Background: an optimization exercise with open tools, aiming at small area, a short achievable clock period and few clock cycles per item. Do not read the settings as production practice.
RTL that was checked went through simulation tests only; none was proved equivalent to the original.

## pv_perturb_observe_mppt
module pv_perturb_observe_mppt (
	input  logic        clk,
	input  logic        arst_n,
	input  logic        sample_valid,
	output logic        sample_ready,
	input  logic [1:0]  sample_action,
	input  logic [14:0] sample_pv_voltage,
	input  logic [14:0] sample_pv_current,
	input  logic [14:0] sample_charge_current,
	input  logic        sample_pause,
	output logic        result_valid,
	input  logic        result_ready,
	output logic [14:0] result_voltage_ref,
	output logic        result_evaluated,
	output logic        result_forced_pulldown,
	input  logic        cfg_valid,
	output logic        cfg_ready,
	input  logic [2:0]  cfg_index,
	input  logic [15:0] cfg_data
);
Size: about 2900 cells after synthesis, ~400 flip-flops, ~29000 um2 of cells after synthesis.
clock: 11.5 ns
lec_check: 0
cap_margin: 20
core_margin: 2
core_utilization: 40
cts_buf_list: sky130_fd_sc_hd__clkbuf_8 sky130_fd_sc_hd__clkbuf_16
cts_cluster_diameter: 100
cts_cluster_size: 30
slew_margin: 20
standard.sh (not shown) runs the stock make flow with config.mk's settings and CLKGATE_MAP_FILE= SYNTH_SCRIPT=/design/flow/synth_recipe.tcl, a recipe that flattens the netlist after the stock synthesis.
==> flow/flow/run.sh <==
#!/bin/bash
# Standard ORFS layout (the standard.sh), with extra make settings read from
# flow/knobs.txt: the timing repair aims for extra setup slack and the port buffers use a
# plain buffer cell. The clock period and all constraints stay the design's.
set -euo pipefail
mapfile -t KNOBS < <(grep -v '^#' flow/knobs.txt | grep .)
bash standard.sh "${KNOBS[@]}" finish > flow_standard.log 2>&1
==> flow/flow/knobs.txt <==
SETUP_SLACK_MARGIN=7.5
BUFFER_PORTS_ARGS=-buffer_cell sky130_fd_sc_hd__buf_2
Rerun with:
--- a/flow/design.v
+++ b/flow/design.v
@@ -698,21 +698,18 @@
 				prev_v_q <= CNT_W'(seed);
 			else if (s3_pause)
 				prev_v_q <= s3_vstep;
 			else if (s3_eval)
 				prev_v_q <= CNT_W'(s3_x);
 		end
 	end
 	logic [VOLT_W+1:0] res_new;
-	logic [VOLT_W+1:0] ent0_q;
-	logic [VOLT_W+1:0] ent1_q;
-	logic [VOLT_W+1:0] head;
-	logic              wr_q;
-	logic              rd_q;
+	logic [VOLT_W+1:0] head_q;
+	logic [VOLT_W+1:0] skid_q;
 	logic              take;
 	assign res_new = {(ref_we ? ref_d : ref_q), s3_eval, forced};
 	assign take    = hv_q && result_ready;
 	always_ff @(posedge clk or negedge arst_n) begin
 		if (!arst_n) begin
 			hv_q   <= 1'b0;
 			en_q   <= 1'b1;
 			hold_q <= 1'b0;
@@ -720,31 +717,23 @@
 			if (!hv_q)
 				hv_q <= go;
 			else if (take && adv)
 				hv_q <= go;
 			en_q   <= adv ? !(hv_q && !take && go) : take;
 			hold_q <= adv ? (hv_q && !take && go) : !take;
 		end
 	end
-	always_ff @(posedge clk or negedge arst_n) begin
-		if (!arst_n) begin
-			wr_q <= 1'b0;
-			rd_q <= 1'b0;
-		end else begin
-			if (go)
-				wr_q <= !wr_q;
+	always_ff @(posedge clk) begin
+		if (!adv) begin
 			if (take)
-				rd_q <= !rd_q;
+				head_q <= skid_q;
+		end else if (go && (!hv_q || take)) begin
+			head_q <= res_new;
 		end
+		if (adv && go && hv_q && !take)
+			skid_q <= res_new;
 	end
-	always_ff @(posedge clk) begin
-		if (go && !wr_q)
-			ent0_q <= res_new;
-		if (go && wr_q)
-			ent1_q <= res_new;
-	end
-	assign head                   = rd_q ? ent1_q : ent0_q;
 	assign result_valid           = hv_q;
-	assign result_voltage_ref     = head[VOLT_W+1:2];
-	assign result_evaluated       = head[1];
-	assign result_forced_pulldown = head[0];
+	assign result_voltage_ref     = head_q[VOLT_W+1:2];
+	assign result_evaluated       = head_q[1];
+	assign result_forced_pulldown = head_q[0];
 endmodule
Routed wire length went up by 3.6%.
Area after synthesis goes down by 1.6%.
Global-route usage is higher by 1.3 points.
Setup slack improved by 120 ps.
Register-to-register slack stays flat.
First-iteration DRC count goes up by 3.3%.
Count of clock-buffer cells in the layout fell by 2.
Testbench counts after the change, summed over its fixed seeds: cycles 12,115, items 12,083.
The RTL of the first run of this note was laid out without a check of its function.

[afterwards: timing with drivers on the ports]
Ports are ideal in the flow. The routed layouts listed here were re-timed in OpenROAD. Step 1 assumes that a clkbuf_16 drives the clock port and a buf_2 every other input. Step 2 adds t to the input delays and takes it off the output delays; t is the mean of the earliest and latest rising clock arrival at the registers after step 1. Input paths then give back, and output paths get back, about the clock's delay inside the block. a / b / c = ideal / step 1 / step 2; a / b = the first two.
run	t, ns	slack for setup (ns)	clock arrival spread, ns	worst register clock-pin slew, ns	worst slew at a driven data input, ns
the first run	0.634	7.486 / 7.426 / 7.336	0.034 / 0.034	0.12 / 0.12	0.04
the second run	0.625	7.608 / 7.608 / 7.298	0.028 / 0.029	0.12 / 0.12	0.04
After both steps setup and hold are still met in every run listed. For the second run, which loses most, drivers alone change the setup slack by 0.000 ns; drivers and shift together by -0.310 ns.
